From an optimization exercise on the open Yosys and OpenROAD flow, aimed at small area, a short achievable clock period and few clock cycles per item; shortcuts taken in it are not production practice.
Where RTL was checked, it was by simulation tests only, not by an equivalence proof against the original.
The RTL of run 1 was laid out without a check of its function.

==> flow/design.v, too long to show whole: its modules and the start of the top module <==
// module best_disp_select: 1671 lines
// module bds_norm: 17 lines
// module bds_tab_n: 80 lines
// module bds_tab_d: 80 lines
module best_disp_select #(
    parameter int unsigned NPIX_LOG2 = 8
) (
    input  logic               clk,
    input  logic               rst,
    input  logic               frame_start,
    input  logic [10:0]        fsum,
    input  logic               valid,
    input  logic               last,
    input  logic [13:0]        g2sum,
    input  logic [10:0]        gsum,
    input  logic [13:0]        fg,
    input  logic [5:0]         place,
    output logic               busy,
    output logic [5:0]         best_place,
    output logic               best_valid,
    output logic               done,
    output logic               overrun
);
  // ...
==> flow/run.sh <==
#!/bin/bash
# synth_recipe.tcl (not shown) runs the flow's synth.tcl, then flattens the netlist and writes it again
# the make line also repeats each setting of config.mk as NAME=value (left out here)
make -C /OpenROAD-flow-scripts/flow DESIGN_CONFIG=/design/flow/config.mk WORK_HOME=/design/flow/orfs CLKGATE_MAP_FILE= SYNTH_SCRIPT=/design/flow/synth_recipe.tcl finish
==> flow/config.mk <==
export PLATFORM = sky130hd
export DESIGN_NAME = best_disp_select
export DESIGN_NICKNAME = best_disp_select
export VERILOG_FILES = /design/flow/design.v
export SDC_FILE = /design/flow/constraint.sdc
export NUM_CORES = 4
export LEC_CHECK = 0
export CAP_MARGIN = 20
export CORE_MARGIN = 2
export CORE_UTILIZATION = 40
export SLEW_MARGIN = 20
==> flow/constraint.sdc <==
create_clock -name core_clock -period 12.0 [get_ports {clk}]
set_input_delay 2.4000 -clock core_clock [delete_from_list [all_inputs] [get_ports {clk}]]
set_output_delay 2.4000 -clock core_clock [all_outputs]
set_load 0.01 [all_outputs]
==> qor.yml, run 1 <==
final_util: 0.4461
post_cts_resize_count: 0
grt_pass1_vias: 25972
synth_most_common_cell: "inv_1"
layout_common_cells: "inv_1, edfxtp_1, nand2_1"
die_w_um: 313.9
ys_types: 112
hold_class: "reg2reg"
clock_skew_ps: 28.77
synth_edf_count: 345
grt_util_all_layers: 0.1773
fin_crit_sh: 0.5862
crit_end: "s_z[22]$_DFF_P_"
cts_setup_buffers: 0
multi_input_gates: 2548
synthXorXnorAreaFrac: 0.02827
synthMuxAreaShare: 0.02573
final_common_cell: "inv_1"
cp-startpoint: "s_cnt[0]$_DFF_P_"
synth_top_cell_by_area: "edfxtp_1"
cts-htree-levels: 3
grt_max_degree: 104
cts_buffers: 66
min_period_ps: 7035
synth-compound-area-share: 0.1373
syn_inst: 3738
slowest_stage: "dfxtp_1"
top_layer_used: "met4"
die_h_um: 313.9
rsz0062_at_grt: "no"
wire_per_inst_um: 16.97
netlist.area_leader.share: 0.2696
setup_slack_ps: 4965
ff_latch_area_mm2: 0.01426
outcome: "no timing/DRC/antenna violations"
worstPathRequired_ps: 12520
==> run 2: changes to the inputs <==
--- a/flow/design.v
+++ b/flow/design.v
@@ -1329,44 +1329,236 @@
     assign w_k = ck_a + ck_b;
     logic        rf_v;
     logic        rf_elig;
     logic [21:0] rf_num;
     logic [21:0] rf_den;
     logic signed [24:0] rf_k;
     logic [5:0]  rf_place;
     logic        rf_last;
-    logic signed [25:0] w_delta;
+    logic cg1_t1;
+    logic cg1_t2;
+    logic cg1_t3;
+    logic cg1_t4;
+    logic cg1_t5;
+    logic cg1_t6;
+    logic cg1_t7;
+    logic cg1_t8;
+    logic cg1_t9;
+    logic cg1_t10;
+    logic cg1_t11;
+    logic cg1_t12;
+    logic cg1_t13;
+    logic cg1_t14;
+    logic cg1_t15;
+    logic cg1_t16;
+    logic cg1_t17;
+    logic cg1_t18;
+    logic cg1_t19;
+    logic cg1_t20;
+    logic cg1_t21;
+    logic cg1_t22;
+    logic cg1_t23;
+    logic cg1_t24;
+    logic cg1_t25;
+    logic cg1_t26;
+    logic cg1_t27;
+    logic cg1_t28;
+    logic cg1_t29;
+    logic cg1_t30;
+    logic cg1_t31;
+    logic cg1_t32;
+    logic cg1_t33;
+    logic cg1_t34;
+    logic cg1_t35;
+    logic cg1_t36;
+    logic cg1_t37;
+    logic cg1_t38;
+    logic cg1_t39;
+    logic cg1_t40;
+    logic cg1_t41;
+    logic cg1_t42;
+    logic cg1_t43;
+    logic cg1_t44;
+    logic cg1_t45;
+    logic cg1_t46;
+    logic cg1_t47;
+    logic cg1_t48;
+    logic cg1_t49;
+    logic cg1_t50;
+    assign cg1_t1 = rf_k[0] ^ ~r_bk[0];
+    assign cg1_t2 = rf_k[0] & ~r_bk[0];
+    assign cg1_t3 = rf_k[1] ^ ~r_bk[1];
+    assign cg1_t4 = rf_k[1] & ~r_bk[1];
+    assign cg1_t5 = rf_k[2] ^ ~r_bk[2];
+    assign cg1_t6 = rf_k[2] & ~r_bk[2];
+    assign cg1_t7 = rf_k[3] ^ ~r_bk[3];
+    assign cg1_t8 = rf_k[3] & ~r_bk[3];
+    assign cg1_t9 = rf_k[4] ^ ~r_bk[4];
+    assign cg1_t10 = rf_k[4] & ~r_bk[4];
+    assign cg1_t11 = rf_k[5] ^ ~r_bk[5];
+    assign cg1_t12 = rf_k[5] & ~r_bk[5];
+    assign cg1_t13 = rf_k[6] ^ ~r_bk[6] ^ 1'b1;
+    assign cg1_t14 = (rf_k[6] & ~r_bk[6]) | (rf_k[6] & 1'b1) | (~r_bk[6] & 1'b1);
+    assign cg1_t15 = rf_k[7] ^ ~r_bk[7] ^ 1'b1;
+    assign cg1_t16 = (rf_k[7] & ~r_bk[7]) | (rf_k[7] & 1'b1) | (~r_bk[7] & 1'b1);
+    assign cg1_t17 = rf_k[8] ^ ~r_bk[8];
+    assign cg1_t18 = rf_k[8] & ~r_bk[8];
+    assign cg1_t19 = rf_k[9] ^ ~r_bk[9] ^ 1'b1;
+    assign cg1_t20 = (rf_k[9] & ~r_bk[9]) | (rf_k[9] & 1'b1) | (~r_bk[9] & 1'b1);
+    assign cg1_t21 = rf_k[10] ^ ~r_bk[10] ^ 1'b1;
+    assign cg1_t22 = (rf_k[10] & ~r_bk[10]) | (rf_k[10] & 1'b1) | (~r_bk[10] & 1'b1);
+    assign cg1_t23 = rf_k[11] ^ ~r_bk[11] ^ 1'b1;
+    assign cg1_t24 = (rf_k[11] & ~r_bk[11]) | (rf_k[11] & 1'b1) | (~r_bk[11] & 1'b1);
+    assign cg1_t25 = rf_k[12] ^ ~r_bk[12] ^ 1'b1;
+    assign cg1_t26 = (rf_k[12] & ~r_bk[12]) | (rf_k[12] & 1'b1) | (~r_bk[12] & 1'b1);
+    assign cg1_t27 = rf_k[13] ^ ~r_bk[13] ^ 1'b1;
+    assign cg1_t28 = (rf_k[13] & ~r_bk[13]) | (rf_k[13] & 1'b1) | (~r_bk[13] & 1'b1);
+    assign cg1_t29 = rf_k[14] ^ ~r_bk[14] ^ 1'b1;
+    assign cg1_t30 = (rf_k[14] & ~r_bk[14]) | (rf_k[14] & 1'b1) | (~r_bk[14] & 1'b1);
+    assign cg1_t31 = rf_k[15] ^ ~r_bk[15] ^ 1'b1;
+    assign cg1_t32 = (rf_k[15] & ~r_bk[15]) | (rf_k[15] & 1'b1) | (~r_bk[15] & 1'b1);
+    assign cg1_t33 = rf_k[16] ^ ~r_bk[16] ^ 1'b1;
+    assign cg1_t34 = (rf_k[16] & ~r_bk[16]) | (rf_k[16] & 1'b1) | (~r_bk[16] & 1'b1);
+    assign cg1_t35 = rf_k[17] ^ ~r_bk[17] ^ 1'b1;
+    assign cg1_t36 = (rf_k[17] & ~r_bk[17]) | (rf_k[17] & 1'b1) | (~r_bk[17] & 1'b1);
+    assign cg1_t37 = rf_k[18] ^ ~r_bk[18] ^ 1'b1;
+    assign cg1_t38 = (rf_k[18] & ~r_bk[18]) | (rf_k[18] & 1'b1) | (~r_bk[18] & 1'b1);
+    assign cg1_t39 = rf_k[19] ^ ~r_bk[19] ^ 1'b1;
+    assign cg1_t40 = (rf_k[19] & ~r_bk[19]) | (rf_k[19] & 1'b1) | (~r_bk[19] & 1'b1);
+    assign cg1_t41 = rf_k[20] ^ ~r_bk[20] ^ 1'b1;
+    assign cg1_t42 = (rf_k[20] & ~r_bk[20]) | (rf_k[20] & 1'b1) | (~r_bk[20] & 1'b1);
+    assign cg1_t43 = rf_k[21] ^ ~r_bk[21] ^ 1'b1;
+    assign cg1_t44 = (rf_k[21] & ~r_bk[21]) | (rf_k[21] & 1'b1) | (~r_bk[21] & 1'b1);
+    assign cg1_t45 = rf_k[22] ^ ~r_bk[22] ^ 1'b1;
+    assign cg1_t46 = (rf_k[22] & ~r_bk[22]) | (rf_k[22] & 1'b1) | (~r_bk[22] & 1'b1);
+    assign cg1_t47 = rf_k[23] ^ ~r_bk[23] ^ 1'b1;
+    assign cg1_t48 = (rf_k[23] & ~r_bk[23]) | (rf_k[23] & 1'b1) | (~r_bk[23] & 1'b1);
+    assign cg1_t49 = ~rf_k[24] ^ r_bk[24] ^ 1'b1;
+    assign cg1_t50 = (~rf_k[24] & r_bk[24]) | (~rf_k[24] & 1'b1) | (r_bk[24] & 1'b1);
+    logic [25:0] cg1_a;
+    logic [25:0] cg1_b;
+    assign cg1_a = {cg1_t50, cg1_t48, cg1_t46, cg1_t44, cg1_t42, cg1_t40, cg1_t38, cg1_t36, cg1_t34, cg1_t32, cg1_t30, cg1_t28, cg1_t26, cg1_t24, cg1_t22, cg1_t20, cg1_t18, cg1_t16, cg1_t14, cg1_t12, cg1_t10, cg1_t8, cg1_t6, cg1_t4, cg1_t2, cg1_t1};
+    assign cg1_b = {1'b0, cg1_t49, cg1_t47, cg1_t45, cg1_t43, cg1_t41, cg1_t39, cg1_t37, cg1_t35, cg1_t33, cg1_t31, cg1_t29, cg1_t27, cg1_t25, cg1_t23, cg1_t21, cg1_t19, cg1_t17, cg1_t15, cg1_t13, cg1_t11, cg1_t9, cg1_t7, cg1_t5, cg1_t3, 1'b1};
+    logic cg2_t1;
+    logic cg2_t2;
+    logic cg2_t3;
+    logic cg2_t4;
+    logic cg2_t5;
+    logic cg2_t6;
+    logic cg2_t7;
+    logic cg2_t8;
+    logic cg2_t9;
+    logic cg2_t10;
+    logic cg2_t11;
+    logic cg2_t12;
+    logic cg2_t13;
+    logic cg2_t14;
+    logic cg2_t15;
+    logic cg2_t16;
+    logic cg2_t17;
+    logic cg2_t18;
+    logic cg2_t19;
+    logic cg2_t20;
+    logic cg2_t21;
+    logic cg2_t22;
+    logic cg2_t23;
+    logic cg2_t24;
+    logic cg2_t25;
+    logic cg2_t26;
+    logic cg2_t27;
+    logic cg2_t28;
+    logic cg2_t29;
+    logic cg2_t30;
+    logic cg2_t31;
+    logic cg2_t32;
+    logic cg2_t33;
+    logic cg2_t34;
+    logic cg2_t35;
+    logic cg2_t36;
+    logic cg2_t37;
+    logic cg2_t38;
+    assign cg2_t1 = rf_k[6] ^ ~r_bk[6];
+    assign cg2_t2 = rf_k[6] & ~r_bk[6];
+    assign cg2_t3 = rf_k[7] ^ ~r_bk[7];
+    assign cg2_t4 = rf_k[7] & ~r_bk[7];
+    assign cg2_t5 = rf_k[8] ^ ~r_bk[8] ^ 1'b1;
+    assign cg2_t6 = (rf_k[8] & ~r_bk[8]) | (rf_k[8] & 1'b1) | (~r_bk[8] & 1'b1);
+    assign cg2_t7 = rf_k[9] ^ ~r_bk[9];
+    assign cg2_t8 = rf_k[9] & ~r_bk[9];
+    assign cg2_t9 = rf_k[10] ^ ~r_bk[10];
+    assign cg2_t10 = rf_k[10] & ~r_bk[10];
+    assign cg2_t11 = rf_k[11] ^ ~r_bk[11];
+    assign cg2_t12 = rf_k[11] & ~r_bk[11];
+    assign cg2_t13 = rf_k[12] ^ ~r_bk[12];
+    assign cg2_t14 = rf_k[12] & ~r_bk[12];
+    assign cg2_t15 = rf_k[13] ^ ~r_bk[13];
+    assign cg2_t16 = rf_k[13] & ~r_bk[13];
+    assign cg2_t17 = rf_k[14] ^ ~r_bk[14];
+    assign cg2_t18 = rf_k[14] & ~r_bk[14];
+    assign cg2_t19 = rf_k[15] ^ ~r_bk[15];
+    assign cg2_t20 = rf_k[15] & ~r_bk[15];
+    assign cg2_t21 = rf_k[16] ^ ~r_bk[16];
+    assign cg2_t22 = rf_k[16] & ~r_bk[16];
+    assign cg2_t23 = rf_k[17] ^ ~r_bk[17];
+    assign cg2_t24 = rf_k[17] & ~r_bk[17];
+    assign cg2_t25 = rf_k[18] ^ ~r_bk[18];
+    assign cg2_t26 = rf_k[18] & ~r_bk[18];
+    assign cg2_t27 = rf_k[19] ^ ~r_bk[19];
+    assign cg2_t28 = rf_k[19] & ~r_bk[19];
+    assign cg2_t29 = rf_k[20] ^ ~r_bk[20];
+    assign cg2_t30 = rf_k[20] & ~r_bk[20];
+    assign cg2_t31 = rf_k[21] ^ ~r_bk[21];
+    assign cg2_t32 = rf_k[21] & ~r_bk[21];
+    assign cg2_t33 = rf_k[22] ^ ~r_bk[22];
+    assign cg2_t34 = rf_k[22] & ~r_bk[22];
+    assign cg2_t35 = rf_k[23] ^ ~r_bk[23];
+    assign cg2_t36 = rf_k[23] & ~r_bk[23];
+    assign cg2_t37 = ~rf_k[24] ^ r_bk[24];
+    assign cg2_t38 = ~rf_k[24] & r_bk[24];
+    logic [25:0] cg2_a;
+    logic [25:0] cg2_b;
+    assign cg2_a = {cg2_t38, cg2_t36, cg2_t34, cg2_t32, cg2_t30, cg2_t28, cg2_t26, cg2_t24, cg2_t22, cg2_t20, cg2_t18, cg2_t16, cg2_t14, cg2_t12, cg2_t10, cg2_t8, cg2_t6, cg2_t4, cg2_t2, cg2_t1, rf_k[5], rf_k[4], rf_k[3], rf_k[2], rf_k[1], rf_k[0]};
+    assign cg2_b = {1'b1, cg2_t37, cg2_t35, cg2_t33, cg2_t31, cg2_t29, cg2_t27, cg2_t25, cg2_t23, cg2_t21, cg2_t19, cg2_t17, cg2_t15, cg2_t13, cg2_t11, cg2_t9, cg2_t7, cg2_t5, cg2_t3, 1'b1, ~r_bk[5], ~r_bk[4], ~r_bk[3], ~r_bk[2], ~r_bk[1], ~r_bk[0]};
+    logic [25:0] w_g1s;
+    logic [25:0] w_g2s;
     logic        w_go;
     logic        w_win;
     logic        w_amb;
-    assign w_delta = 26'(rf_k) - 26'(r_bk);
+    assign w_g1s   = cg1_a + cg1_b;
+    assign w_g2s   = cg2_a + cg2_b;
     assign w_go    = rf_v && !r_busy;
-    assign w_win   = rf_elig && (!r_bvalid || (w_delta >= 26'sd320));
-    assign w_amb   = rf_elig && r_bvalid && (w_delta > -26'sd320) && (w_delta < 26'sd320);
+    assign w_win   = rf_elig && (!r_bvalid || !w_g1s[25]);
+    assign w_amb   = rf_elig && r_bvalid && w_g1s[25] && !w_g2s[25];
     logic [21:0] s_num;
     logic [21:0] s_den;
     logic [5:0]  s_place;
     logic        s_last;
     logic signed [24:0] s_k;
     logic [5:0]  s_cnt;
     logic [21:0] s_p;
     logic [21:0] s_q;
     logic signed [22:0] s_z;
     logic        s_sticky;
+    logic        s_pb;
+    logic        s_qb;
+    logic        s_pl;
+    logic        s_ql;
+    logic [5:0]  w_cnt1;
     logic        w_pbit;
     logic        w_qbit;
     logic [22:0] w_p1;
     logic [22:0] w_q1;
     logic        w_fin;
     logic        w_swin;
-    assign w_pbit = (s_cnt < 6'd22) ? r_bden[s_cnt[4:0]] : 1'b0;
-    assign w_qbit = (s_cnt < 6'd22) ? s_den[s_cnt[4:0]] : 1'b0;
-    assign w_p1   = {1'b0, s_p} + (w_pbit ? {1'b0, s_num} : 23'd0);
-    assign w_q1   = {1'b0, s_q} + (w_qbit ? {1'b0, r_bnum} : 23'd0);
+    assign w_cnt1 = s_cnt + 6'd1;
+    assign w_pbit = (w_cnt1 < 6'd22) ? r_bden[w_cnt1[4:0]] : 1'b0;
+    assign w_qbit = (w_cnt1 < 6'd22) ? s_den[w_cnt1[4:0]] : 1'b0;
+    assign w_p1   = {1'b0, s_p} + (s_pb ? {1'b0, s_num} : 23'd0);
+    assign w_q1   = {1'b0, s_q} + (s_qb ? {1'b0, r_bnum} : 23'd0);
     logic cz_t1;
     logic cz_t2;
     logic cz_t3;
     logic cz_t4;
     logic cz_t5;
     logic cz_t6;
     logic cz_t7;
     logic cz_t8;
@@ -1447,113 +1639,113 @@
     logic cz_t83;
     logic cz_t84;
     logic cz_t85;
     logic cz_t86;
     logic cz_t87;
     logic cz_t88;
     logic cz_t89;
     logic cz_t90;
-    assign cz_t1 = s_z[0] ^ (s_num[0] & w_p1[0]);
-    assign cz_t2 = s_z[0] & (s_num[0] & w_p1[0]);
-    assign cz_t3 = s_z[1] ^ (s_num[1] & w_p1[0]);
-    assign cz_t4 = s_z[1] & (s_num[1] & w_p1[0]);
-    assign cz_t5 = s_z[2] ^ (s_num[2] & w_p1[0]);
-    assign cz_t6 = s_z[2] & (s_num[2] & w_p1[0]);
-    assign cz_t7 = s_z[3] ^ (s_num[3] & w_p1[0]);
-    assign cz_t8 = s_z[3] & (s_num[3] & w_p1[0]);
-    assign cz_t9 = s_z[4] ^ (s_num[4] & w_p1[0]);
-    assign cz_t10 = s_z[4] & (s_num[4] & w_p1[0]);
-    assign cz_t11 = s_z[5] ^ (s_num[5] & w_p1[0]);
-    assign cz_t12 = s_z[5] & (s_num[5] & w_p1[0]);
-    assign cz_t13 = s_z[6] ^ (s_num[6] & w_p1[0]);
-    assign cz_t14 = s_z[6] & (s_num[6] & w_p1[0]);
-    assign cz_t15 = s_z[7] ^ (s_num[7] & w_p1[0]);
-    assign cz_t16 = s_z[7] & (s_num[7] & w_p1[0]);
-    assign cz_t17 = s_z[8] ^ (s_num[8] & w_p1[0]);
-    assign cz_t18 = s_z[8] & (s_num[8] & w_p1[0]);
-    assign cz_t19 = s_z[9] ^ (s_num[9] & w_p1[0]);
-    assign cz_t20 = s_z[9] & (s_num[9] & w_p1[0]);
-    assign cz_t21 = s_z[10] ^ (s_num[10] & w_p1[0]);
-    assign cz_t22 = s_z[10] & (s_num[10] & w_p1[0]);
-    assign cz_t23 = s_z[11] ^ (s_num[11] & w_p1[0]);
-    assign cz_t24 = s_z[11] & (s_num[11] & w_p1[0]);
-    assign cz_t25 = s_z[12] ^ (s_num[12] & w_p1[0]);
-    assign cz_t26 = s_z[12] & (s_num[12] & w_p1[0]);
-    assign cz_t27 = s_z[13] ^ (s_num[13] & w_p1[0]);
-    assign cz_t28 = s_z[13] & (s_num[13] & w_p1[0]);
-    assign cz_t29 = s_z[14] ^ (s_num[14] & w_p1[0]);
-    assign cz_t30 = s_z[14] & (s_num[14] & w_p1[0]);
-    assign cz_t31 = s_z[15] ^ (s_num[15] & w_p1[0]);
-    assign cz_t32 = s_z[15] & (s_num[15] & w_p1[0]);
-    assign cz_t33 = s_z[16] ^ (s_num[16] & w_p1[0]);
-    assign cz_t34 = s_z[16] & (s_num[16] & w_p1[0]);
-    assign cz_t35 = s_z[17] ^ (s_num[17] & w_p1[0]);
-    assign cz_t36 = s_z[17] & (s_num[17] & w_p1[0]);
-    assign cz_t37 = s_z[18] ^ (s_num[18] & w_p1[0]);
-    assign cz_t38 = s_z[18] & (s_num[18] & w_p1[0]);
-    assign cz_t39 = s_z[19] ^ (s_num[19] & w_p1[0]);
-    assign cz_t40 = s_z[19] & (s_num[19] & w_p1[0]);
-    assign cz_t41 = s_z[20] ^ (s_num[20] & w_p1[0]);
-    assign cz_t42 = s_z[20] & (s_num[20] & w_p1[0]);
-    assign cz_t43 = s_z[21] ^ (s_num[21] & w_p1[0]);
-    assign cz_t44 = s_z[21] & (s_num[21] & w_p1[0]);
-    assign cz_t45 = cz_t1 ^ ~(r_bnum[0] & w_q1[0]);
-    assign cz_t46 = cz_t1 & ~(r_bnum[0] & w_q1[0]);
-    assign cz_t47 = cz_t2 ^ cz_t3 ^ ~(r_bnum[1] & w_q1[0]);
-    assign cz_t48 = (cz_t2 & cz_t3) | (cz_t2 & ~(r_bnum[1] & w_q1[0])) | (cz_t3 & ~(r_bnum[1] & w_q1[0]));
-    assign cz_t49 = cz_t4 ^ cz_t5 ^ ~(r_bnum[2] & w_q1[0]);
-    assign cz_t50 = (cz_t4 & cz_t5) | (cz_t4 & ~(r_bnum[2] & w_q1[0])) | (cz_t5 & ~(r_bnum[2] & w_q1[0]));
-    assign cz_t51 = cz_t6 ^ cz_t7 ^ ~(r_bnum[3] & w_q1[0]);
-    assign cz_t52 = (cz_t6 & cz_t7) | (cz_t6 & ~(r_bnum[3] & w_q1[0])) | (cz_t7 & ~(r_bnum[3] & w_q1[0]));
-    assign cz_t53 = cz_t8 ^ cz_t9 ^ ~(r_bnum[4] & w_q1[0]);
-    assign cz_t54 = (cz_t8 & cz_t9) | (cz_t8 & ~(r_bnum[4] & w_q1[0])) | (cz_t9 & ~(r_bnum[4] & w_q1[0]));
-    assign cz_t55 = cz_t10 ^ cz_t11 ^ ~(r_bnum[5] & w_q1[0]);
-    assign cz_t56 = (cz_t10 & cz_t11) | (cz_t10 & ~(r_bnum[5] & w_q1[0])) | (cz_t11 & ~(r_bnum[5] & w_q1[0]));
-    assign cz_t57 = cz_t12 ^ cz_t13 ^ ~(r_bnum[6] & w_q1[0]);
-    assign cz_t58 = (cz_t12 & cz_t13) | (cz_t12 & ~(r_bnum[6] & w_q1[0])) | (cz_t13 & ~(r_bnum[6] & w_q1[0]));
-    assign cz_t59 = cz_t14 ^ cz_t15 ^ ~(r_bnum[7] & w_q1[0]);
-    assign cz_t60 = (cz_t14 & cz_t15) | (cz_t14 & ~(r_bnum[7] & w_q1[0])) | (cz_t15 & ~(r_bnum[7] & w_q1[0]));
-    assign cz_t61 = cz_t16 ^ cz_t17 ^ ~(r_bnum[8] & w_q1[0]);
-    assign cz_t62 = (cz_t16 & cz_t17) | (cz_t16 & ~(r_bnum[8] & w_q1[0])) | (cz_t17 & ~(r_bnum[8] & w_q1[0]));
-    assign cz_t63 = cz_t18 ^ cz_t19 ^ ~(r_bnum[9] & w_q1[0]);
-    assign cz_t64 = (cz_t18 & cz_t19) | (cz_t18 & ~(r_bnum[9] & w_q1[0])) | (cz_t19 & ~(r_bnum[9] & w_q1[0]));
-    assign cz_t65 = cz_t20 ^ cz_t21 ^ ~(r_bnum[10] & w_q1[0]);
-    assign cz_t66 = (cz_t20 & cz_t21) | (cz_t20 & ~(r_bnum[10] & w_q1[0])) | (cz_t21 & ~(r_bnum[10] & w_q1[0]));
-    assign cz_t67 = cz_t22 ^ cz_t23 ^ ~(r_bnum[11] & w_q1[0]);
-    assign cz_t68 = (cz_t22 & cz_t23) | (cz_t22 & ~(r_bnum[11] & w_q1[0])) | (cz_t23 & ~(r_bnum[11] & w_q1[0]));
-    assign cz_t69 = cz_t24 ^ cz_t25 ^ ~(r_bnum[12] & w_q1[0]);
-    assign cz_t70 = (cz_t24 & cz_t25) | (cz_t24 & ~(r_bnum[12] & w_q1[0])) | (cz_t25 & ~(r_bnum[12] & w_q1[0]));
-    assign cz_t71 = cz_t26 ^ cz_t27 ^ ~(r_bnum[13] & w_q1[0]);
-    assign cz_t72 = (cz_t26 & cz_t27) | (cz_t26 & ~(r_bnum[13] & w_q1[0])) | (cz_t27 & ~(r_bnum[13] & w_q1[0]));
-    assign cz_t73 = cz_t28 ^ cz_t29 ^ ~(r_bnum[14] & w_q1[0]);
-    assign cz_t74 = (cz_t28 & cz_t29) | (cz_t28 & ~(r_bnum[14] & w_q1[0])) | (cz_t29 & ~(r_bnum[14] & w_q1[0]));
-    assign cz_t75 = cz_t30 ^ cz_t31 ^ ~(r_bnum[15] & w_q1[0]);
-    assign cz_t76 = (cz_t30 & cz_t31) | (cz_t30 & ~(r_bnum[15] & w_q1[0])) | (cz_t31 & ~(r_bnum[15] & w_q1[0]));
-    assign cz_t77 = cz_t32 ^ cz_t33 ^ ~(r_bnum[16] & w_q1[0]);
-    assign cz_t78 = (cz_t32 & cz_t33) | (cz_t32 & ~(r_bnum[16] & w_q1[0])) | (cz_t33 & ~(r_bnum[16] & w_q1[0]));
-    assign cz_t79 = cz_t34 ^ cz_t35 ^ ~(r_bnum[17] & w_q1[0]);
-    assign cz_t80 = (cz_t34 & cz_t35) | (cz_t34 & ~(r_bnum[17] & w_q1[0])) | (cz_t35 & ~(r_bnum[17] & w_q1[0]));
-    assign cz_t81 = cz_t36 ^ cz_t37 ^ ~(r_bnum[18] & w_q1[0]);
-    assign cz_t82 = (cz_t36 & cz_t37) | (cz_t36 & ~(r_bnum[18] & w_q1[0])) | (cz_t37 & ~(r_bnum[18] & w_q1[0]));
-    assign cz_t83 = cz_t38 ^ cz_t39 ^ ~(r_bnum[19] & w_q1[0]);
-    assign cz_t84 = (cz_t38 & cz_t39) | (cz_t38 & ~(r_bnum[19] & w_q1[0])) | (cz_t39 & ~(r_bnum[19] & w_q1[0]));
-    assign cz_t85 = cz_t40 ^ cz_t41 ^ ~(r_bnum[20] & w_q1[0]);
-    assign cz_t86 = (cz_t40 & cz_t41) | (cz_t40 & ~(r_bnum[20] & w_q1[0])) | (cz_t41 & ~(r_bnum[20] & w_q1[0]));
-    assign cz_t87 = cz_t42 ^ cz_t43 ^ ~(r_bnum[21] & w_q1[0]);
-    assign cz_t88 = (cz_t42 & cz_t43) | (cz_t42 & ~(r_bnum[21] & w_q1[0])) | (cz_t43 & ~(r_bnum[21] & w_q1[0]));
+    assign cz_t1 = s_z[0] ^ (s_num[0] & s_pl);
+    assign cz_t2 = s_z[0] & (s_num[0] & s_pl);
+    assign cz_t3 = s_z[1] ^ (s_num[1] & s_pl);
+    assign cz_t4 = s_z[1] & (s_num[1] & s_pl);
+    assign cz_t5 = s_z[2] ^ (s_num[2] & s_pl);
+    assign cz_t6 = s_z[2] & (s_num[2] & s_pl);
+    assign cz_t7 = s_z[3] ^ (s_num[3] & s_pl);
+    assign cz_t8 = s_z[3] & (s_num[3] & s_pl);
+    assign cz_t9 = s_z[4] ^ (s_num[4] & s_pl);
+    assign cz_t10 = s_z[4] & (s_num[4] & s_pl);
+    assign cz_t11 = s_z[5] ^ (s_num[5] & s_pl);
+    assign cz_t12 = s_z[5] & (s_num[5] & s_pl);
+    assign cz_t13 = s_z[6] ^ (s_num[6] & s_pl);
+    assign cz_t14 = s_z[6] & (s_num[6] & s_pl);
+    assign cz_t15 = s_z[7] ^ (s_num[7] & s_pl);
+    assign cz_t16 = s_z[7] & (s_num[7] & s_pl);
+    assign cz_t17 = s_z[8] ^ (s_num[8] & s_pl);
+    assign cz_t18 = s_z[8] & (s_num[8] & s_pl);
+    assign cz_t19 = s_z[9] ^ (s_num[9] & s_pl);
+    assign cz_t20 = s_z[9] & (s_num[9] & s_pl);
+    assign cz_t21 = s_z[10] ^ (s_num[10] & s_pl);
+    assign cz_t22 = s_z[10] & (s_num[10] & s_pl);
+    assign cz_t23 = s_z[11] ^ (s_num[11] & s_pl);
+    assign cz_t24 = s_z[11] & (s_num[11] & s_pl);
+    assign cz_t25 = s_z[12] ^ (s_num[12] & s_pl);
+    assign cz_t26 = s_z[12] & (s_num[12] & s_pl);
+    assign cz_t27 = s_z[13] ^ (s_num[13] & s_pl);
+    assign cz_t28 = s_z[13] & (s_num[13] & s_pl);
+    assign cz_t29 = s_z[14] ^ (s_num[14] & s_pl);
+    assign cz_t30 = s_z[14] & (s_num[14] & s_pl);
+    assign cz_t31 = s_z[15] ^ (s_num[15] & s_pl);
+    assign cz_t32 = s_z[15] & (s_num[15] & s_pl);
+    assign cz_t33 = s_z[16] ^ (s_num[16] & s_pl);
+    assign cz_t34 = s_z[16] & (s_num[16] & s_pl);
+    assign cz_t35 = s_z[17] ^ (s_num[17] & s_pl);
+    assign cz_t36 = s_z[17] & (s_num[17] & s_pl);
+    assign cz_t37 = s_z[18] ^ (s_num[18] & s_pl);
+    assign cz_t38 = s_z[18] & (s_num[18] & s_pl);
+    assign cz_t39 = s_z[19] ^ (s_num[19] & s_pl);
+    assign cz_t40 = s_z[19] & (s_num[19] & s_pl);
+    assign cz_t41 = s_z[20] ^ (s_num[20] & s_pl);
+    assign cz_t42 = s_z[20] & (s_num[20] & s_pl);
+    assign cz_t43 = s_z[21] ^ (s_num[21] & s_pl);
+    assign cz_t44 = s_z[21] & (s_num[21] & s_pl);
+    assign cz_t45 = cz_t1 ^ ~(r_bnum[0] & s_ql);
+    assign cz_t46 = cz_t1 & ~(r_bnum[0] & s_ql);
+    assign cz_t47 = cz_t2 ^ cz_t3 ^ ~(r_bnum[1] & s_ql);
+    assign cz_t48 = (cz_t2 & cz_t3) | (cz_t2 & ~(r_bnum[1] & s_ql)) | (cz_t3 & ~(r_bnum[1] & s_ql));
+    assign cz_t49 = cz_t4 ^ cz_t5 ^ ~(r_bnum[2] & s_ql);
+    assign cz_t50 = (cz_t4 & cz_t5) | (cz_t4 & ~(r_bnum[2] & s_ql)) | (cz_t5 & ~(r_bnum[2] & s_ql));
+    assign cz_t51 = cz_t6 ^ cz_t7 ^ ~(r_bnum[3] & s_ql);
+    assign cz_t52 = (cz_t6 & cz_t7) | (cz_t6 & ~(r_bnum[3] & s_ql)) | (cz_t7 & ~(r_bnum[3] & s_ql));
+    assign cz_t53 = cz_t8 ^ cz_t9 ^ ~(r_bnum[4] & s_ql);
+    assign cz_t54 = (cz_t8 & cz_t9) | (cz_t8 & ~(r_bnum[4] & s_ql)) | (cz_t9 & ~(r_bnum[4] & s_ql));
+    assign cz_t55 = cz_t10 ^ cz_t11 ^ ~(r_bnum[5] & s_ql);
+    assign cz_t56 = (cz_t10 & cz_t11) | (cz_t10 & ~(r_bnum[5] & s_ql)) | (cz_t11 & ~(r_bnum[5] & s_ql));
+    assign cz_t57 = cz_t12 ^ cz_t13 ^ ~(r_bnum[6] & s_ql);
+    assign cz_t58 = (cz_t12 & cz_t13) | (cz_t12 & ~(r_bnum[6] & s_ql)) | (cz_t13 & ~(r_bnum[6] & s_ql));
+    assign cz_t59 = cz_t14 ^ cz_t15 ^ ~(r_bnum[7] & s_ql);
+    assign cz_t60 = (cz_t14 & cz_t15) | (cz_t14 & ~(r_bnum[7] & s_ql)) | (cz_t15 & ~(r_bnum[7] & s_ql));
+    assign cz_t61 = cz_t16 ^ cz_t17 ^ ~(r_bnum[8] & s_ql);
+    assign cz_t62 = (cz_t16 & cz_t17) | (cz_t16 & ~(r_bnum[8] & s_ql)) | (cz_t17 & ~(r_bnum[8] & s_ql));
+    assign cz_t63 = cz_t18 ^ cz_t19 ^ ~(r_bnum[9] & s_ql);
+    assign cz_t64 = (cz_t18 & cz_t19) | (cz_t18 & ~(r_bnum[9] & s_ql)) | (cz_t19 & ~(r_bnum[9] & s_ql));
+    assign cz_t65 = cz_t20 ^ cz_t21 ^ ~(r_bnum[10] & s_ql);
+    assign cz_t66 = (cz_t20 & cz_t21) | (cz_t20 & ~(r_bnum[10] & s_ql)) | (cz_t21 & ~(r_bnum[10] & s_ql));
+    assign cz_t67 = cz_t22 ^ cz_t23 ^ ~(r_bnum[11] & s_ql);
+    assign cz_t68 = (cz_t22 & cz_t23) | (cz_t22 & ~(r_bnum[11] & s_ql)) | (cz_t23 & ~(r_bnum[11] & s_ql));
+    assign cz_t69 = cz_t24 ^ cz_t25 ^ ~(r_bnum[12] & s_ql);
+    assign cz_t70 = (cz_t24 & cz_t25) | (cz_t24 & ~(r_bnum[12] & s_ql)) | (cz_t25 & ~(r_bnum[12] & s_ql));
+    assign cz_t71 = cz_t26 ^ cz_t27 ^ ~(r_bnum[13] & s_ql);
+    assign cz_t72 = (cz_t26 & cz_t27) | (cz_t26 & ~(r_bnum[13] & s_ql)) | (cz_t27 & ~(r_bnum[13] & s_ql));
+    assign cz_t73 = cz_t28 ^ cz_t29 ^ ~(r_bnum[14] & s_ql);
+    assign cz_t74 = (cz_t28 & cz_t29) | (cz_t28 & ~(r_bnum[14] & s_ql)) | (cz_t29 & ~(r_bnum[14] & s_ql));
+    assign cz_t75 = cz_t30 ^ cz_t31 ^ ~(r_bnum[15] & s_ql);
+    assign cz_t76 = (cz_t30 & cz_t31) | (cz_t30 & ~(r_bnum[15] & s_ql)) | (cz_t31 & ~(r_bnum[15] & s_ql));
+    assign cz_t77 = cz_t32 ^ cz_t33 ^ ~(r_bnum[16] & s_ql);
+    assign cz_t78 = (cz_t32 & cz_t33) | (cz_t32 & ~(r_bnum[16] & s_ql)) | (cz_t33 & ~(r_bnum[16] & s_ql));
+    assign cz_t79 = cz_t34 ^ cz_t35 ^ ~(r_bnum[17] & s_ql);
+    assign cz_t80 = (cz_t34 & cz_t35) | (cz_t34 & ~(r_bnum[17] & s_ql)) | (cz_t35 & ~(r_bnum[17] & s_ql));
+    assign cz_t81 = cz_t36 ^ cz_t37 ^ ~(r_bnum[18] & s_ql);
+    assign cz_t82 = (cz_t36 & cz_t37) | (cz_t36 & ~(r_bnum[18] & s_ql)) | (cz_t37 & ~(r_bnum[18] & s_ql));
+    assign cz_t83 = cz_t38 ^ cz_t39 ^ ~(r_bnum[19] & s_ql);
+    assign cz_t84 = (cz_t38 & cz_t39) | (cz_t38 & ~(r_bnum[19] & s_ql)) | (cz_t39 & ~(r_bnum[19] & s_ql));
+    assign cz_t85 = cz_t40 ^ cz_t41 ^ ~(r_bnum[20] & s_ql);
+    assign cz_t86 = (cz_t40 & cz_t41) | (cz_t40 & ~(r_bnum[20] & s_ql)) | (cz_t41 & ~(r_bnum[20] & s_ql));
+    assign cz_t87 = cz_t42 ^ cz_t43 ^ ~(r_bnum[21] & s_ql);
+    assign cz_t88 = (cz_t42 & cz_t43) | (cz_t42 & ~(r_bnum[21] & s_ql)) | (cz_t43 & ~(r_bnum[21] & s_ql));
     assign cz_t89 = cz_t44 ^ ~s_z[22];
     assign cz_t90 = cz_t44 & ~s_z[22];
     logic [23:0] cz_a;
     logic [23:0] cz_b;
     assign cz_a = {cz_t90, cz_t88, cz_t86, cz_t84, cz_t82, cz_t80, cz_t78, cz_t76, cz_t74, cz_t72, cz_t70, cz_t68, cz_t66, cz_t64, cz_t62, cz_t60, cz_t58, cz_t56, cz_t54, cz_t52, cz_t50, cz_t48, cz_t46, cz_t45};
     assign cz_b = {1'b1, cz_t89, cz_t87, cz_t85, cz_t83, cz_t81, cz_t79, cz_t77, cz_t75, cz_t73, cz_t71, cz_t69, cz_t67, cz_t65, cz_t63, cz_t61, cz_t59, cz_t57, cz_t55, cz_t53, cz_t51, cz_t49, cz_t47, 1'b1};
     logic [23:0] w_z1;
     assign w_z1   = cz_a + cz_b;
-    assign w_fin  = (s_cnt == 6'd44);
+    assign w_fin  = (s_cnt == 6'd45);
     assign w_swin = (s_z > 23'sd0) || ((s_z == 23'sd0) && s_sticky);
     always_ff @(posedge clk) begin
         if (rst) begin
             r_busy    <= 1'b0;
             r_done    <= 1'b0;
             r_overrun <= 1'b0;
             r_bvalid  <= 1'b0;
             r_bplace  <= '0;
@@ -1637,30 +1829,38 @@
         end
         if (w_go && w_amb) begin
             s_num    <= rf_num;
             s_den    <= rf_den;
             s_place  <= rf_place;
             s_last   <= rf_last;
             s_k      <= rf_k;
             s_cnt    <= '0;
+            s_pb     <= r_bden[0];
+            s_qb     <= rf_den[0];
+            s_pl     <= 1'b0;
+            s_ql     <= 1'b0;
             s_p      <= '0;
             s_q      <= '0;
             s_z      <= '0;
             s_sticky <= 1'b0;
         end
         if (r_busy) begin
             if (w_fin) begin
                 if (w_swin) begin
                     r_bnum <= s_num;
                     r_bden <= s_den;
                     r_bk   <= s_k;
                 end
             end else begin
-                s_cnt    <= s_cnt + 6'd1;
+                s_cnt    <= w_cnt1;
+                s_pb     <= w_pbit;
+                s_qb     <= w_qbit;
+                s_pl     <= w_p1[0];
+                s_ql     <= w_q1[0];
                 s_p      <= w_p1[22:1];
                 s_q      <= w_q1[22:1];
                 s_z      <= w_z1[23:1];
                 s_sticky <= s_sticky | w_z1[0];
             end
         end
     end
     assign busy       = r_busy;
==> flow/config.mk (replaced) <==
export PLATFORM = sky130hd
export DESIGN_NAME = best_disp_select
export DESIGN_NICKNAME = best_disp_select
export VERILOG_FILES = /design/flow/design.v
export SDC_FILE = /design/flow/constraint.sdc
export NUM_CORES = 4
export LEC_CHECK = 0
export CAP_MARGIN = 20
export CORE_MARGIN = 2
export CORE_UTILIZATION = 40
export SETUP_SLACK_MARGIN = 5
export SLEW_MARGIN = 20
==> run 2 against run 1 <==
Effect of this change:
- register-to-register slack better by 480 ps
- still clean
- design area is 1.2% higher
- highest routed layer unchanged
- core utilization is 0.080 points lower
- fmax is 7.4% higher
- synthesized area is 0.93% higher
==> qor.yml, run 2 <==
outcome: "no timing/DRC/antenna violations"
wl_um: 86680
reg_top3: "r_bk: 25 flops, rf_k: 25 flops, s_k: 25 flops"
stdcell_area_mm2: 0.04294
core_area_mm2: 0.09642
gr-usage-met1: 0.2464
layout_common_cells: "inv_1, ha_1, edfxtp_1"
synth-async-reset-ratio: 0
areaGrowthSynthToFinish_pct: 10.73
dieArea_mm2: 0.09946
layout-drive-gt1-share: 0.05902
grt_util_met2: 0.2850
cts-root-buf: "clkbuf_16"
dp_hpwl_um: 63830
nets: 4471
vias_per_cell: 5.135
synth_area_leaders: "edfxtp_1, fa_1, ha_1"
busiest_layer: "met2"
rows: 114
setup.worst_path.class: "reg2reg"
grt_util_all_layers: 0.1757  # -0.001577
clockBufferDepth: 3
tns_ps: 0
finalHoldViolations: 0
netlist_top_cells_count: "inv_1, ha_1, edfxtp_1"
tightestPinTransition_ps: 1127
io_buffers: 70
final_util: 0.4453  # -0.0008030
hold_class: "reg2reg"
cp.arrival_ps: 6940
drv_cap: 0
antenna_found_initial: 0
syn-num-nets: 4453
cts_tree: "built"
cts.sinks: 544
synth_top_cell_by_area: "edfxtp_1"
yosysWarnings: 4
clock_skew_ps: 25.06  # -3.706 ps
postSynth.topFlopCell: "edfxtp_1"
ys_types: 110  # -1.8%
grt_pass1_wl_um: 141200
wire_per_inst_um: 16.87  # -0.59%
grt_max_degree: 99  # -4.8%
max_freq_mhz: 152.6
drt-pass1-iter-count: 5
setup.worst_path.end_class: "flip-flop"
ioPinCount: 71
multi_input_area_mm2: 0.02177
slew_viol_final: 0
gp_congestion: 0.8989
rsz0062_at_grt: "no"
min_period_ps: 6551  # -483.4 ps
finalSetupViolCount: 0
vias: 26388
avgSynthCellArea_um2: 10.23
worstPathRequired_ps: 12390  # -130 ps
grt_pass1_vias: 26317  # +1.3%
clk_pin_slew_ps: 60
n_fill_cell: 9253
grt_remaining_overflow: 0
syn_inst: 3792  # +1.4%
synth-seq-cells: 544
hold_buffers: 0
reg2reg_slack_ps: 5450
die_h_um: 315.4  # +0.46%
drt_iter0_drc: 1702
synth_edf_count: 345  # unchanged
start_util: 0.4022
placed_area_mm2: 0.04073
critPathLaunchType: "flip-flop"
cts_buffers: 61  # -7.6%
fin_crit_sh: 0.5459  # -0.04028
ff_latch_area_mm2: 0.01435  # +0.56%
grtUsageMet3: 0.01915
relSlewSlack: 0.2428
synth-seq-area-share: 0.3699
synthesis.area_mm2: 0.03878
worst-path-max-fanout: 6
synth_most_common_cell: "inv_1"
netlist.area_leader.share: 0.2671  # -0.002479
drt.antenna.violating_nets: 0
drc: 0
n_antenna_cell: 0
cts-htree-levels: 2  # -1
final_common_cell: "inv_1"
insertion_delay_ps: 660
die_w_um: 315.4  # +0.46%
==> run 2: metrics by stage <==
| step | setup slack [ps] | hold slack (ps) | instances |
|---|---|---|---|
| floorplan | 5863 | 400.3 | 3792 |
| global placement | 5381 | 400.3 | 5022 |
| detailed placement | 5312 | 404.5 | 5022 |
| CTS | 5305 | 411.0 | 5138 |
| global route | 5008 | 418.9 | 5139 |
| finish | 5449 | 412.4 | 5139 |
==> run 2: critical path: stages, from the launching register on <==
cell and delay, ps:
edfxtp_1 460, and2_1 210, fa_1 500, inv_1 50, fa_1 480, inv_1 60, fa_1 480, inv_1 60
fa_1 440, fa_1 510, inv_1 50, fa_1 450, ha_1 360, o21a_1 200, a21oi_1 270, o211ai_1 190
o31ai_1 240, o21ai_0 160, o41ai_1 560, o2111ai_1 220, a21o_1 230, xnor2_1 120
==> run 2: timing repair <==
action / 4_1_cts / 5_1_grt
resized for setup: 0 / 2
buffers inserted: 0 / 0
setup endpoints to repair: 0 / 1
==> run 2: kinds of logic after synthesis <==
logic type / count (synthesis) / synth area share
flip-flops: 544 / 0.3699
AND/OR/NAND/NOR: 975 / 0.1257
buffers and inverters: 702 / 0.07037
AO/OA/AOI/OAI: 736 / 0.1301
adder cells (fa/ha/maj): 600 / 0.2428
XOR/XNOR: 102 / 0.02304
multiplexers: 133 / 0.03810
==> run 2: final cells by class <==
cell class | count | share of cell area
clock buffer | 72 | 0.03843
multi-input combinational | 2546 | 0.5070
timing repair buffer | 100 | 0.02185
tap | 1276 | 0.03718
sequential | 544 | 0.3341
inverter | 557 | 0.04892
clock inverter | 44 | 0.01253
==> run 2: path summary, 6_finish.rpt <==
path,depth (start not counted),to,startpoint
worst max register to register,21,rf_k[22]$_DFFE_PN_,rn_fa[1]$_DFFE_PN_
worst min register to register,0,rf_den[16]$_DFFE_PN_,rn_den[16]$_DFFE_PN_
worst max-delay path,21,rf_k[22]$_DFFE_PN_,rn_fa[1]$_DFFE_PN_
worst min-delay path,0,rf_den[16]$_DFFE_PN_,rn_den[16]$_DFFE_PN_
==> run 2: per-layer routing <==
metal | vias up | wire length, um
met5 | - | 0
met4 | 0 | 2506
met3 | 148 | 3544
met2 | 513 | 39460
met1 | 12677 | 41180
li1 | 13050 | -
Testbench counts of run 2, summed over its fixed seeds: cycles 10,366, items 9,296.
==> run 3: changes to the inputs <==
--- a/flow/config.mk
+++ b/flow/config.mk
@@ -9,4 +9,3 @@
 export CORE_MARGIN = 2
 export CORE_UTILIZATION = 40
-export SETUP_SLACK_MARGIN = 5
 export SLEW_MARGIN = 20
==> run 3 against run 2 <==
Effect of this change:
- fmax fell by 2.6%
- synthesized area did not move
- sequential cell count did not move
- cell count did not move
- critical endpoint is now rf_k[23]$_DFFE_PN_
- highest routed layer unchanged
==> qor.yml, run 3 <==
synth-async-reset-ratio: 0  # unchanged
grt_pass1_wl_um: 141200  # unchanged
syn_inst: 3792  # unchanged
critPathLaunchType: "flip-flop"
worst-path-max-fanout: 6  # unchanged
cts.sinks: 544  # unchanged
die_w_um: 315.4  # unchanged
wl_met3_um: 3586  # +1.2%
ys_types: 110  # unchanged
tns_ps: 0  # unchanged
slowest_stage: "a2111oi_0"
cp.arrival_ps: 7120  # +180 ps
areaGrowthSynthToFinish_pct: 10.73  # about the same
syn-num-nets: 4453  # unchanged
grt_util_all_layers: 0.1757  # unchanged
drc: 0  # unchanged
synth_area_leaders: "edfxtp_1, fa_1, ha_1"
layout-drive-gt1-share: 0.05902  # unchanged
slew_viol_final: 0  # unchanged
min_period_ps: 6727  # +176.0 ps
grt_max_degree: 99  # unchanged
antenna_found_initial: 0  # unchanged
yosysWarnings: 4  # unchanged
synth-seq-cells: 544  # unchanged
insertion_delay_ps: 660  # about the same
setup_slack_ps: 5273  # -176.0 ps
hold_class: "reg2reg"
synthesis.area_mm2: 0.03878  # unchanged
finalHoldViolations: 0  # unchanged
nets: 4471  # unchanged
start_util: 0.4022  # unchanged
grt_remaining_overflow: 0  # unchanged
synth_most_common_cell: "inv_1"
layout_common_cells: "inv_1, ha_1, edfxtp_1"
finalSetupViolCount: 0  # unchanged
cts-htree-levels: 2  # unchanged
grt_pass1_vias: 26317  # unchanged
multi_input_area_mm2: 0.02177  # about the same
rows: 114  # unchanged
crit_top_cell: "fa_1"
gp_congestion: 0.8989  # unchanged
synth_edf_count: 345  # unchanged
wl_met1_um: 41150  # about the same
cpPeakStageDelay_ps: 570  # about the same
reg_top3: "r_bk: 25 flops, rf_k: 25 flops, s_k: 25 flops"
drt-pass1-iter-count: 5  # unchanged
clock_skew_ps: 25.12  # +0.05110 ps
rsz0062_at_grt: "no"
place_ws_ps: 5312  # unchanged
setup.worst_path.end_class: "flip-flop"
fin_crit_sh: 0.5606  # +0.01466
max_freq_mhz: 148.7  # -2.6%
dieArea_mm2: 0.09946  # unchanged
stdcell_count: 5139  # unchanged
synth_top_cell_by_area: "edfxtp_1"
hold_buffers: 0  # unchanged
cts_buffers: 61  # unchanged
post_cts_resize_count: 0  # unchanged
relSlewSlack: 0.2422  # -0.0005830
die_h_um: 315.4  # unchanged
cts_tree: "built"
dp.cells: 5022  # unchanged
worstPathRequired_ps: 12390  # about the same
worst-path-buf-inv: 4  # unchanged
synth-seq-area-share: 0.3699  # unchanged
outcome: "no timing/DRC/antenna violations"
dp_hpwl_um: 63830  # unchanged
postSynth.topFlopCell: "edfxtp_1"
netlist_top_cells_count: "inv_1, ha_1, edfxtp_1"
core_area_mm2: 0.09642  # unchanged
drt.antenna.violating_nets: 0  # unchanged
io_buffers: 70  # unchanged
ioPinCount: 71  # unchanged
cts_setup_buffers: 0  # unchanged
top_layer_used: "met4"
vias: 26395  # +0.027%
n_fill_cell: 9254  # +0.011%
cts-root-buf: "clkbuf_16"
final_common_cell: "inv_1"
wl_um: 86640  # about the same
wl_met2_um: 39400  # -0.14%
tightestPinTransition_ps: 1128  # +0.8669 ps
clockBufferDepth: 3  # unchanged
vias_per_cell: 5.136  # about the same
cp_cell_sequence: "and2_1 > fa_1 > inv_1 > fa_1 > inv_1 > fa_1 > inv_1 > fa_1 > fa_1 > inv_1 > fa_1 > ha_1 > o21a_1 > o211ai_1 > o21ai_0 > a41oi_1 > a2111oi_0 > nand3b_1 > a31oi_1 > o21ai_0 > a21o_1 > a21oi_1 > xor2_1"
drt_iter0_drc: 1701  # -0.059%
cp_top_family: "adder cells"
drv_cap: 0  # unchanged
ff_latch_area_mm2: 0.01435  # unchanged
setup.worst_path.class: "reg2reg"
clk_pin_slew_ps: 60  # about the same
netlist.area_leader.share: 0.2671  # unchanged
n_antenna_cell: 0  # unchanged
wire_per_inst_um: 16.86  # about the same
avgSynthCellArea_um2: 10.23  # unchanged
## run 3: metal layers
| layer | vias up | GRT usage |
|---|---|---|
| met5 | - | 0 |
| met4 | 0 | 0.05666 |
| met3 | 148 | 0.01915 |
| met2 | 527 | 0.2850 |
| met1 | 12671 | 0.2464 |
| li1 | 13049 | - |
## run 3: logic make-up (layout without fill, tap and decap cells)
logic type      Yosys count  count (layout)  share of synthesized area
buf+inv                 702             773                    0.07037
flops                   544             544                     0.3699
compound gates          736             736                     0.1301
fa+ha+maj               600             600                     0.2428
mux                     133             133                    0.03810
simple gates            975             975                     0.1257
xor+xnor                102             102                    0.02304
## run 3: layout make-up
| type | instances | area share |
|---|---|---|
| clock buffers | 72 | 0.03843 |
| clock inverters | 44 | 0.01253 |
| flip-flops and latches | 544 | 0.3341 |
| multi-input cells | 2546 | 0.5070 |
| inverters | 557 | 0.04892 |
| well taps | 1276 | 0.03718 |
| repair buffers | 100 | 0.02185 |
## run 3: path summary, 6_finish.rpt
kind | from | endpoint | slack [ps] | cells after the start
worst min register to register | rn_den[16]$_DFFE_PN_ | rf_den[16]$_DFFE_PN_ | 410 | 0
worst max-delay path | rn_fa[1]$_DFFE_PN_ | rf_k[23]$_DFFE_PN_ | 5270 | 23
worst min-delay path | rn_den[16]$_DFFE_PN_ | rf_den[16]$_DFFE_PN_ | 410 | 0
worst max register to register | rn_fa[1]$_DFFE_PN_ | rf_k[23]$_DFFE_PN_ | 5270 | 23
## run 3: metrics by stage
stage / utilization / hold slack [ps] / instance area, um^2
2_1_floorplan: - / 400.3 / 38780
3_5_place_dp: 0.4224 / 404.5 / 40730
4_1_cts: 0.4451 / 411.0 / 42920
6_report: 0.4453 / 412.4 / 42940
5_1_grt: 0.4453 / 418.9 / 42940
3_3_place_gp: 0.4224 / 400.3 / 40730
## run 3: worst register-to-register path, cell delays in order, from the launching register on
cell and delay (ps):
edfxtp_1 460, and2_1 210, fa_1 500, inv_1 50
fa_1 480, inv_1 60, fa_1 480, inv_1 60
fa_1 440, fa_1 510, inv_1 50, fa_1 450
ha_1 370, o21a_1 150, o211ai_1 80, o21ai_0 360
a41oi_1 250, a2111oi_0 580, nand3b_1 200, a31oi_1 90
o21ai_0 270, a21o_1 160, a21oi_1 70, xor2_1 140

static timing again, ports no longer ideal:
How much do the figures lean on ideal ports? The routed layouts below were timed once more, with nothing changed but the port constraints. Step 1 (the two cells are an assumption about what drives the block):
set clk [get_ports {clk}]
set_driving_cell -lib_cell sky130_fd_sc_hd__clkbuf_16 $clk
set_driving_cell -lib_cell sky130_fd_sc_hd__buf_2 [delete_from_list [all_inputs] $clk]
Step 2, shift: input delay + t, output delay - t, t = (earliest + latest rising clock arrival at the registers) / 2. This alone moves slack from input paths to output paths. Slacks: ideal ports / drivers / drivers and shift; pairs: ideal ports / drivers.
run	t, ns	setup slack, ns	worst data-port slew with drivers (ns)	cell pins on the clock port's net
run 1	0.675	4.965 / 4.965 / 4.965	0.07	1
run 2	0.711	5.449 / 5.449 / 5.449	0.06	1
run 3	0.711	5.273 / 5.273 / 5.273	0.06	1
After both steps every run listed still meets setup and hold.
